This is an optimization exercise on Yosys and OpenROAD, whose aim is small area, not a production implementation. Where RTL was checked, it was by simulation tests only, not by an equivalence proof against the original. Power and IR drop assume default switching activity.

## JK
==> module cf_checker_top, before the edit <==
module cf_checker_top (
   input  logic             clk,
   input  logic             reset_,
   input  logic             cf_enable,
   input  logic [2:1]       commit,
   input  logic [2:1][31:0] slot_instr,
   input  logic [2:1][31:0] slot_pc,
   input  logic [2:1][2:0]  slot_isize,
   input  logic [2:1]       slot_taken,
   input  logic [2:1]       slot_is_dup,
   input  logic [2:1]       slot_received_kill,
   input  logic             dut_branch_taken,
   input  logic             rf_write_en,
   input  logic [4:0]       rf_write_rd,
   input  logic [31:0]      rf_write_data,
   output logic             rf_lock,
   output logic             rf_unlock,
   output logic             check_done,
   output logic             err_cf_dest,
   output logic             err_no_orig,
   output logic             err_link
);
   logic [6:0]  op1, op2;
   logic        cf1, cf2, found, sel_v, push, save, any_commit, same;
   logic [31:0] ins;
   logic [31:1] pc;
   logic        isz, dup, taken, br, adj;
   logic [1:0]  code;
   assign op1 = slot_instr[1][6:0];
   assign op2 = slot_instr[2][6:0];
   assign cf1 = commit[1] && (op1 == 7'b1100011 || op1 == 7'b1101111 || op1 == 7'b1100111);
   assign cf2 = commit[2] && (op2 == 7'b1100011 || op2 == 7'b1101111 || op2 == 7'b1100111);
   assign found = cf1 || cf2;
   assign ins   = cf1 ? slot_instr[1]       : slot_instr[2];
   assign pc    = cf1 ? slot_pc[1][31:1]    : slot_pc[2][31:1];
   assign isz   = cf1 ? slot_isize[1][2]    : slot_isize[2][2];
   assign dup   = cf1 ? slot_is_dup[1]      : slot_is_dup[2];
   assign taken = dup ? (dut_branch_taken || (cf1 ? slot_received_kill[1] : slot_received_kill[2]))
                      : (cf1 ? slot_taken[1] : slot_taken[2]);
   assign sel_v      = cf_enable && found;
   assign push       = sel_v && !dup;
   assign save       = sel_v && dup;
   assign any_commit = |commit;
   assign same       = cf1 && commit[2];    
   assign br   = !ins[2];                   
   assign adj  = br && !taken;              
   assign code = br ? {1'b0, taken} : {1'b1, ins[3]};
   logic [31:1] pc0;
   logic        isz0, adj0, chk0;
   logic [4:0]  rd0;
   always_ff @(posedge clk) begin
      if (sel_v) begin
         pc0  <= pc;
         isz0 <= isz;
         adj0 <= adj;
      end
      rd0  <= ins[11:7];
      chk0 <= reset_ && sel_v && ins[2] && (ins[11:7] != 5'd0);
   end
   logic [31:1] link0, base0;
   logic [31:2] ci;    
   always_comb begin
      logic [31:2] a;
      a[2] = isz0 || pc0[1];
      for (int i = 3; i <= 31; i++)
         a[i] = pc0[i-1];
      for (int l = 1; l < 32; l = l * 2)
         for (int i = 31; i >= 2; i--)
            if (((i - 2) & l) != 0 && i - 2 - ((i - 2) % l) - 1 >= 0)
               a[i] = a[i] && a[2 + (i - 2) - ((i - 2) % l) - 1];
      ci = a;
      link0[1] = pc0[1] ^ !isz0;
      for (int i = 2; i <= 31; i++)
         link0[i] = pc0[i] ^ ci[i];
   end
   assign base0 = adj0 ? link0 : pc0;
   logic        chk1;
   logic [4:0]  rd1;
   logic [31:1] lk1;
   always_ff @(posedge clk) begin
      chk1 <= reset_ && chk0;
      rd1  <= rd0;
      lk1  <= link0;
   end
   assign rf_lock   = chk1 && rf_write_en && (rf_write_rd != 5'd0);
   assign rf_unlock = rf_write_en && !rf_lock;
   always_ff @(posedge clk) begin
      err_link <= reset_ && chk1 &&
                  (!rf_write_en || (rf_write_rd != rd1) || (rf_write_data != {lk1, 1'b0}));
   end
   logic [26:0] q_ins [0:3];
   logic [31:1] q_off [0:3];
   logic [2:0]  hp, tp;
   logic        pend, dpend, held, pm;
   logic [31:1] np;
   logic        empty, compare, pop, wr_off;
   logic [1:0]  nw, ha;
   logic [31:1] m, d;
   assign empty   = hp == tp;
   assign compare = held && any_commit;
   assign pop     = compare && !empty;
   assign wr_off  = (pend && any_commit) || dpend;
   assign nw      = tp[1:0] - 2'd1;
   assign ha      = hp[1:0] + {1'b0, pop};
   assign m       = dpend ? np : slot_pc[1][31:1];
   always_comb begin
      logic [31:0] g, p, gg, pp;
      g[0] = 1'b1;    
      p[0] = 1'b0;
      for (int i = 1; i <= 31; i++) begin
         g[i] = m[i] && !base0[i];
         p[i] = m[i] ^ !base0[i];
      end
      gg = g;
      pp = p;
      for (int l = 1; l < 32; l = l * 2)
         for (int i = 2 * l - 1; i < 32; i = i + 2 * l) begin
            gg[i] = gg[i] || (pp[i] && gg[i-l]);
            pp[i] = pp[i] && pp[i-l];
         end
      for (int l = 8; l >= 1; l = l / 2)
         for (int i = 3 * l - 1; i < 32; i = i + 2 * l) begin
            gg[i] = gg[i] || (pp[i] && gg[i-l]);
            pp[i] = pp[i] && pp[i-l];
         end
      for (int i = 1; i <= 31; i++)
         d[i] = p[i] ^ gg[i-1];
   end
   always_ff @(posedge clk) begin
      for (int i = 0; i < 4; i++) begin
         if (push && tp[1:0] == 2'(i))
            q_ins[i] <= {ins[31:7], code};
         if (wr_off && nw == 2'(i))
            q_off[i] <= d;
      end
      np <= slot_pc[2][31:1];
      if (save)
         pm <= q_ins[ha] != {ins[31:7], code};
   end
   always_ff @(posedge clk) begin
      if (!reset_) begin
         tp    <= '0;
         hp    <= '0;
         pend  <= 1'b0;
         dpend <= 1'b0;
         held  <= 1'b0;
      end else begin
         tp    <= tp + {2'd0, push};
         hp    <= hp + {2'd0, pop};
         pend  <= push ? !same : (pend && !any_commit);
         dpend <= push && same;
         held  <= save || (held && !any_commit);
      end
   end
   always_ff @(posedge clk) begin
      check_done  <= reset_ && compare;
      err_no_orig <= reset_ && compare && empty;
      err_cf_dest <= reset_ && compare && !empty && (pm || (d != q_off[hp[1:0]]));
   end
endmodule
==> flow/config.mk <==
export PLATFORM = sky130hd
export DESIGN_NAME = cf_checker_top
export DESIGN_NICKNAME = cf_checker_top
export VERILOG_FILES = /design/flow/design.v
export SDC_FILE = /design/flow/constraint.sdc
export NUM_CORES = 4
export LEC_CHECK = 0
export CAP_MARGIN = 20
export CORE_MARGIN = 2
export CORE_UTILIZATION = 70
export CTS_CLUSTER_DIAMETER = 80
export CTS_CLUSTER_SIZE = 30
export SLEW_MARGIN = 20
==> flow/constraint.sdc <==
create_clock -name core_clock -period 8.0 [get_ports {clk}]
set_input_delay 1.6000 -clock core_clock [delete_from_list [all_inputs] [get_ports {clk}]]
set_output_delay 1.6000 -clock core_clock [all_outputs]
set_load 0.01 [all_outputs]
standard.sh (not shown) runs the stock make flow with config.mk's settings and CLKGATE_MAP_FILE= SYNTH_SCRIPT=/design/flow/synth_recipe.tcl, a recipe that flattens the netlist after the stock synthesis.
==> flow/flow/run.sh <==
#!/bin/bash
# Standard ORFS layout; the port buffers use the smallest buffer cell.
set -euo pipefail
export BUFFER_PORTS_ARGS="-buffer_cell sky130_fd_sc_hd__buf_1"
bash standard.sh finish > standard.log 2>&1
For MS, these inputs were changed with respect to JK:
--- a/flow/design.v
+++ b/flow/design.v
@@ -59,34 +59,28 @@
    assign adj  = br && !taken;              
    assign code = br ? {1'b0, taken} : {1'b1, ins[3]};
    logic [31:1] pc0;
    logic        isz0, adj0, chk0;
    logic [4:0]  rd0;
+   logic [31:1] link0, base0;
    always_ff @(posedge clk) begin
       if (sel_v) begin
          pc0  <= pc;
          isz0 <= isz;
          adj0 <= adj;
       end
       rd0  <= ins[11:7];
       chk0 <= reset_ && sel_v && ins[2] && (ins[11:7] != 5'd0);
    end
-   logic [31:1] link0, base0;
-   logic [31:2] ci;    
+   logic [32:1] cl;
    always_comb begin
-      logic [31:2] a;
-      a[2] = isz0 || pc0[1];
-      for (int i = 3; i <= 31; i++)
-         a[i] = pc0[i-1];
-      for (int l = 1; l < 32; l = l * 2)
-         for (int i = 31; i >= 2; i--)
-            if (((i - 2) & l) != 0 && i - 2 - ((i - 2) % l) - 1 >= 0)
-               a[i] = a[i] && a[2 + (i - 2) - ((i - 2) % l) - 1];
-      ci = a;
-      link0[1] = pc0[1] ^ !isz0;
-      for (int i = 2; i <= 31; i++)
-         link0[i] = pc0[i] ^ ci[i];
+      cl[1] = !isz0;
+      for (int i = 1; i <= 31; i++) begin
+         link0[i] = pc0[i] ^ cl[i];
+         cl[i+1]  = pc0[i] && cl[i];
+         if (i == 1) cl[i+1] = cl[i+1] || isz0;
+      end
    end
    assign base0 = adj0 ? link0 : pc0;
    logic        chk1;
    logic [4:0]  rd1;
    logic [31:1] lk1;
@@ -112,34 +106,19 @@
    assign empty   = hp == tp;
    assign compare = held && any_commit;
    assign pop     = compare && !empty;
    assign wr_off  = (pend && any_commit) || dpend;
    assign nw      = tp[1:0] - 2'd1;
+   assign m       = dpend ? np : slot_pc[1][31:1];
    assign ha      = hp[1:0] + {1'b0, pop};
-   assign m       = dpend ? np : slot_pc[1][31:1];
+   logic [32:1] cd;
    always_comb begin
-      logic [31:0] g, p, gg, pp;
-      g[0] = 1'b1;    
-      p[0] = 1'b0;
+      cd[1] = 1'b1;
       for (int i = 1; i <= 31; i++) begin
-         g[i] = m[i] && !base0[i];
-         p[i] = m[i] ^ !base0[i];
+         d[i]    = m[i] ^ !base0[i] ^ cd[i];
+         cd[i+1] = (m[i] && !base0[i]) || (cd[i] && (m[i] ^ !base0[i]));
       end
-      gg = g;
-      pp = p;
-      for (int l = 1; l < 32; l = l * 2)
-         for (int i = 2 * l - 1; i < 32; i = i + 2 * l) begin
-            gg[i] = gg[i] || (pp[i] && gg[i-l]);
-            pp[i] = pp[i] && pp[i-l];
-         end
-      for (int l = 8; l >= 1; l = l / 2)
-         for (int i = 3 * l - 1; i < 32; i = i + 2 * l) begin
-            gg[i] = gg[i] || (pp[i] && gg[i-l]);
-            pp[i] = pp[i] && pp[i-l];
-         end
-      for (int i = 1; i <= 31; i++)
-         d[i] = p[i] ^ gg[i-1];
    end
    always_ff @(posedge clk) begin
       for (int i = 0; i < 4; i++) begin
          if (push && tp[1:0] == 2'(i))
             q_ins[i] <= {ins[31:7], code};
--- outcome ---
The layout from MS, despite a flow that completed every stage, fails the layout checks, with the failing checks listed as setup timing. Compared with JK, in MS worst hold slack -24 ps, design area -93 um^2. Diff JK -> MS: transition time of the tightest slew-check pin went down, basic-gate share of the synthesized area counting and, or, nand and nor cells shrank by 2.5 points, register-to-register slack shows a reduction of 7340 ps. Compared with JK, MS shows a peak fanout along the critical path that is 1 lower. From JK to MS the numbers moved as follows: clock share of power lost 0.7 points, antenna diode count lost 2, tapcell count lost 5, area of the mapped netlist lost 3.9%, maximum frequency lost about 56%. Count of cell instances traversed by the critical path, JK and MS: lower on JK.
For MS, only the layout was checked, not whether the RTL still works.

==> afterwards: timing with drivers on the ports <==
The results above use ideal ports. As a check the final layouts listed here were re-extracted and re-timed, cells and wires unchanged. Step 1 assumes that a clkbuf_16 drives the clock port and a buf_2 every other input. Step 2 moves the port delays by t, midway between the first and last clock arrival at a register: inputs arrive t later, outputs are due t later. That takes back most of the time a late clock gives input paths. a / b / c = ideal ports / drivers / drivers and shift; a / b = the first two.
| run | t, ns | setup slack, ns | hold slack, ns | pins driven straight from the clock port |
|---|---|---|---|---|
| JK | 0.552 | 1.988 / 1.988 / 1.988 | 0.341 / 0.341 / 0.341 | 1 |
| MS | 0.554 | -5.553 / -5.545 / -6.099 | 0.317 / 0.317 / 0.317 | 1 |
The setup slack of MS, which loses most, moves by +0.008 ns with the drivers and by -0.546 ns with both steps.
